This design comes from an exercise in tuning for small area, a short achievable clock period and few clock cycles on the open sky130 flow, not from production work. At most, simulation tests tie the RTL to the original design; equivalence was not proved. The flow treats the clock pin as an ideal source. Dropping or thinning the clock tree relies on that and would not hold on a real chip. Power is estimated from default activity; no workload was simulated.

==> flow/design.v <==
module phase_synthesizer #(
  parameter int ADDR_WIDTH  = 11,
  parameter int PHASE_WIDTH = 24,
  parameter int MAG_WIDTH   = 16,
  parameter int RATIO_WIDTH = 16,
  parameter int RATIO_FRAC  = 12
) (
  input  logic                   clock,
  input  logic                   reset,
  input  logic [PHASE_WIDTH-1:0] phase,
  input  logic [PHASE_WIDTH-1:0] phase_last,
  input  logic                   phases_valid,
  input  logic [ADDR_WIDTH-1:0]  k_max,
  input  logic [MAG_WIDTH-1:0]   magnitude,
  input  logic [RATIO_WIDTH-1:0] pitch_ratio,
  output logic [47:0]            m_tdata,
  output logic                   m_tvalid,
  input  logic                   m_tready,
  output logic                   m_tlast,
  output logic [15:0]            m_tuser,
  output logic                   busy,
  output logic [7:0]             dropped_count
);
  logic [23:0] ph_q, pl_q;       
  logic [10:0] k_q;              
  logic [15:0] r_q, mag_q;
  logic [23:0] sn_acc_q;         
  logic [14:0] ms_q;             
  logic [15:0] mc_q;             
  logic        bw_q, ac_q;       
  logic [5:0]  cyc_q;            
  logic        x_q, p_q;         
  logic        clr_q, op_q;      
  logic        nphase_q, negd_q, accv_q;
  logic        busy_q, tvalid_q, tlast_q;
  logic        cap_q;            
  logic        hit_a_q, hit_b_q, nph_a_q, nph_b_q, nph_c_q;
  logic [10:0] tu_q;
  logic [7:0]  drop_q;
  logic c_rdy;
  assign c_rdy = cyc_q == 6'd61;
  logic dsum, dbor;
  assign dsum = ph_q[0] ^ ~pl_q[0] ^ bw_q;
  assign dbor = (ph_q[0] & ~pl_q[0]) | (ph_q[0] & bw_q) | (~pl_q[0] & bw_q);
  logic        x_d;
  logic [15:0] sin, cin, fsum, fcar;
  logic        vnz;
  assign x_d = busy_q ? (((cyc_q < 6'd10) & k_q[1]) | (~nphase_q & (cyc_q >= 6'd23) & (cyc_q < 6'd59) & ph_q[1]))
                      : (phases_valid & k_max[0]);
  always_comb begin
    for (int j = 0; j < 16; j++) begin
      sin[j] = (j < 15) ? ms_q[j] : 1'b0;
      cin[j] = mc_q[j];
      if (j < 3 && clr_q) begin
        sin[j] = 1'b0;
        cin[j] = 1'b0;
      end
      {fcar[j], fsum[j]} = {1'b0, sin[j]} + {1'b0, cin[j]} + {1'b0, r_q[j] & x_q};
    end
  end
  assign vnz = |{ms_q[2:0], mc_q[2:0]};
  logic aa, ab, asum, acar;
  assign aa   = accv_q & ~(sn_acc_q[0] ^ negd_q);
  assign ab   = p_q & ~nphase_q;
  assign asum = aa ^ ab ^ ac_q;
  assign acar = (aa & ab) | (aa & ac_q) | (ab & ac_q);
  logic [10:0] tn;
  logic        hitn, phitn, fin, adv, load, negstart, updend;
  assign tn      = tu_q + 11'd1;
  assign hitn    = (~tn[10] & (tn[9:0] == k_q[9:0])) | (tu_q[10] & (tu_q[9:0] == ~k_q[9:0]));
  assign phitn   = hitn & ~tlast_q;
  assign fin     = tvalid_q & m_tready & tlast_q;
  assign adv     = tvalid_q ? (m_tready & ~tlast_q) : (busy_q & (~tlast_q | (cyc_q >= 6'd26)));
  assign load    = adv & ~(phitn & ~c_rdy);
  assign negstart = tvalid_q & m_tready & ~nph_a_q & ~tu_q[10];
  assign updend  = op_q & (cyc_q == 6'd60) & ~nphase_q;
  always_ff @(posedge clock or posedge reset) begin
    if (reset) cap_q <= 1'b1;
    else if (cap_q) cap_q <= ~phases_valid;
    else if (fin) cap_q <= 1'b1;
  end
  always_ff @(posedge clock) begin
    if (cap_q) begin
      ph_q    <= phase;
      pl_q    <= phase_last;
      k_q     <= k_max;
      r_q     <= pitch_ratio;
      mag_q   <= magnitude;
      bw_q    <= 1'b1;
      cyc_q   <= '0;
      nphase_q <= 1'b0;
      tu_q    <= '1;
      tlast_q <= 1'b1;
    end else begin
      ph_q <= {(cyc_q >= 6'd24) ? ph_q[23] : dsum, ph_q[23:1]};
      pl_q <= {1'b0, pl_q[23:1]};
      bw_q <= dbor;
      if (cyc_q <= 6'd23) k_q <= {p_q, k_q[10:1]};
      else begin
        k_q[9:0] <= k_q[9:0] | {10{k_q[10]}};
        if (clr_q) k_q[10] <= k_q[10] | p_q | vnz;
      end
      if (negstart) cyc_q <= 6'd35;
      else if (!c_rdy) cyc_q <= cyc_q + 6'd1;
      if (negstart) nphase_q <= 1'b1;
      if (load) begin
        tu_q    <= tn;
        tlast_q <= &tn;
      end
    end
    p_q   <= fsum[0];
    clr_q <= busy_q & (cyc_q == 6'd23);
    op_q  <= busy_q & (cyc_q >= 6'd36) & (cyc_q <= 6'd59);
    if (op_q) sn_acc_q <= {~asum, sn_acc_q[23:1]};
    ac_q <= op_q ? acar : negd_q;
  end
  always_ff @(posedge clock) begin
    hit_a_q <= (load & hitn) | (~load & tvalid_q & hit_a_q);
    hit_b_q <= (load & hitn) | (~load & ~cap_q & hit_b_q);
    nph_a_q <= (load & ~phitn) | (~load & (~tvalid_q | nph_a_q));
    nph_b_q <= (load & ~phitn) | (~load & (cap_q | nph_b_q));
    nph_c_q <= (load & ~phitn) | (~load & (fin | nph_c_q));
  end
  always_ff @(posedge clock or posedge reset) begin
    if (reset) begin
      ms_q <= '0;
      mc_q <= '0;
    end else begin
      ms_q <= fsum[15:1];
      mc_q <= fcar;
    end
  end
  always_ff @(posedge clock or posedge reset) begin
    if (reset) begin
      busy_q   <= 1'b0;
      x_q      <= 1'b0;
      tvalid_q <= 1'b0;
      drop_q   <= '0;
      accv_q   <= 1'b0;
      negd_q   <= 1'b0;
    end else begin
      if (phases_valid && busy_q && (drop_q != 8'hFF)) drop_q <= drop_q + 8'd1;
      x_q <= x_d;
      if (!busy_q) busy_q <= phases_valid;
      else if (fin) busy_q <= 1'b0;
      if (fin) tvalid_q <= 1'b0;
      else if (adv) tvalid_q <= load;
      if (updend) accv_q <= 1'b1;
      if (negstart) negd_q <= 1'b1;
      else if (updend) negd_q <= 1'b0;
    end
  end
  assign m_tdata       = {8'h00, mag_q[15:8] & {8{hit_b_q}}, mag_q[7:0] & {8{hit_a_q}},
                          ~(sn_acc_q[23:16] | {8{nph_c_q}}), ~(sn_acc_q[15:8] | {8{nph_b_q}}),
                          ~(sn_acc_q[7:0] | {8{nph_a_q}})};
  assign m_tvalid      = tvalid_q;
  assign m_tlast       = tlast_q;
  assign m_tuser       = {5'h00, tu_q};
  assign busy          = busy_q;
  assign dropped_count = drop_q;
endmodule
==> flow/config.mk <==
export PLATFORM = sky130hd
export DESIGN_NAME = phase_synthesizer
export DESIGN_NICKNAME = phase_synthesizer
export VERILOG_FILES = /design/flow/design.v
export SDC_FILE = /design/flow/constraint.sdc
export NUM_CORES = 4
export LEC_CHECK = 0
export CAP_MARGIN = 20
export CORE_MARGIN = 2
export CORE_UTILIZATION = 50
export SETUP_SLACK_MARGIN = 4.4
export SLEW_MARGIN = 20
==> flow/constraint.sdc <==
create_clock -name core_clock -period 7.0 [get_ports {clock}]
set_input_delay 1.4000 -clock core_clock [delete_from_list [all_inputs] [get_ports {clock}]]
set_output_delay 1.4000 -clock core_clock [all_outputs]
set_load 0.01 [all_outputs]
standard.sh (not shown) runs the stock make flow with config.mk's settings and CLKGATE_MAP_FILE= SYNTH_SCRIPT=/design/flow/synth_recipe.tcl, a recipe that flattens the netlist after the stock synthesis.
==> flow/flow/run.sh <==
#!/bin/bash
set -euo pipefail
here=$(pwd)
export BUFFER_PORTS_ARGS="-buffer_cell sky130_fd_sc_hd__buf_1"
export SKIP_REPAIR_TIE_FANOUT=1
export PRE_CTS_TCL="$here/flow/pre_cts.tcl"
bash standard.sh finish > standard_make.log 2>&1
Other scripts of this flow, unchanged in this note and not shown: flow/flow/mycts.tcl, flow/flow/pre_cts.tcl
The starting point completed without violations.
Testbench counts at the start, summed over its fixed seeds: cycles 50,150.
Next try:
--- a/flow/design.v
+++ b/flow/design.v
@@ -66,7 +66,17 @@
   assign acar = (aa & ab) | (aa & ac_q) | (ab & ac_q);
   logic [10:0] tn;
-  logic        hitn, phitn, fin, adv, load, negstart, updend;
+  logic        up, hitn, phitn, fin, adv, load, negstart, updend;
   assign tn      = tu_q + 11'd1;
-  assign hitn    = (~tn[10] & (tn[9:0] == k_q[9:0])) | (tu_q[10] & (tu_q[9:0] == ~k_q[9:0]));
+  assign up      = (tu_q[10] | (&tu_q[9:0])) & ~tlast_q;
+  assign hitn    = k_q == 11'h000;
+  logic [10:0] kstep;
+  logic [11:0] kcar;
+  always_comb begin
+    kcar[0] = 1'b1;
+    for (int i = 0; i < 11; i++) begin
+      kstep[i]   = k_q[i] ^ kcar[i];
+      kcar[i+1]  = kcar[i] & ~(k_q[i] ^ up);
+    end
+  end
   assign phitn   = hitn & ~tlast_q;
   assign fin     = tvalid_q & m_tready & tlast_q;
@@ -97,8 +107,7 @@
       bw_q <= dbor;
       if (cyc_q <= 6'd23) k_q <= {p_q, k_q[10:1]};
-      else begin
-        k_q[9:0] <= k_q[9:0] | {10{k_q[10]}};
-        if (clr_q) k_q[10] <= k_q[10] | p_q | vnz;
-      end
+      else if (clr_q) k_q[10] <= k_q[10] | p_q | vnz;
+      else if (cyc_q == 6'd25) k_q <= {1'b0, k_q[9:0] | {10{k_q[10]}}};
+      else if (load) k_q <= kstep;
       if (negstart) cyc_q <= 6'd35;
       else if (!c_rdy) cyc_q <= cyc_q + 6'd1;
@@ -115,10 +124,29 @@
     ac_q <= op_q ? acar : negd_q;
   end
-  always_ff @(posedge clock) begin
-    hit_a_q <= (load & hitn) | (~load & tvalid_q & hit_a_q);
-    hit_b_q <= (load & hitn) | (~load & ~cap_q & hit_b_q);
-    nph_a_q <= (load & ~phitn) | (~load & (~tvalid_q | nph_a_q));
-    nph_b_q <= (load & ~phitn) | (~load & (cap_q | nph_b_q));
-    nph_c_q <= (load & ~phitn) | (~load & (fin | nph_c_q));
+  always_ff @(posedge clock or posedge reset) begin
+    if (reset) begin
+      hit_a_q <= 1'b0;
+      nph_a_q <= 1'b0;
+    end else if (load) begin
+      hit_a_q <= hitn;
+      nph_a_q <= ~phitn;
+    end
+  end
+  always_ff @(posedge clock or posedge reset) begin
+    if (reset) begin
+      hit_b_q <= 1'b0;
+      nph_b_q <= 1'b0;
+    end else if (load) begin
+      hit_b_q <= hitn;
+      nph_b_q <= ~phitn;
+    end else if (!tvalid_q) begin
+      hit_b_q <= 1'b0;
+      nph_b_q <= 1'b1;
+    end
+  end
+  always_ff @(posedge clock or posedge reset) begin
+    if (reset) nph_c_q <= 1'b0;
+    else if (load) nph_c_q <= ~phitn;
+    else if (!busy_q) nph_c_q <= 1'b1;
   end
   always_ff @(posedge clock or posedge reset) begin
Die area rises by 2.8%.
Routed wire length rises by 4.7%.
Cell area rises by 4.0%.
Hold slack got worse by 7.2 ps.
Final cell count rises by 5.3%.
Register-to-register slack got worse by 40 ps.
Sequential share of layout area falls by 0.65 points.
Fmax falls by 4.8%.
Sequential power falls by 16%.
Utilization rises by 0.12 points.
Synthesized cell count rises by 1.6%.
Global-route usage falls by 0.24 points.
Combinational power falls by 65%.
Area after synthesis rises by 2.9%.
No functional check of the RTL was part of the second run of this note. No run of this note takes its clock network from TritonCTS; it comes from the design's own scripts or RTL.

[static timing again, ports no longer ideal]
The flow's constraints put no driver on any port. The routed layouts listed below were extracted and timed again, unchanged, in two steps.
Step 1 (the two cells are an assumption about what drives the block):
set clk [get_ports {clock}]
set_driving_cell -lib_cell sky130_fd_sc_hd__clkbuf_16 $clk
set_driving_cell -lib_cell sky130_fd_sc_hd__buf_2 [delete_from_list [all_inputs] $clk]
Step 2 also shifts input and output timing later by t, the mid clock arrival at the registers, as if the neighbouring blocks saw the same clock.
a / b / c = no drivers / after step 1 / after step 2; a / b = the first two.
run	t, ns	slack for setup (ns)	worst setup path at the end	clock arrival spread, ns	worst register clock-pin slew, ns
the first run	0.360	4.500 / 4.434 / 4.299	input to register	0.022 / 0.022	0.10 / 0.10
the second run	0.362	4.374 / 4.303 / 4.313	input to register	0.024 / 0.025	0.10 / 0.10
After both steps setup and hold are still met in every run listed. The setup slack of the first run, which loses most, moves by -0.066 ns with the drivers and by -0.201 ns with both steps.
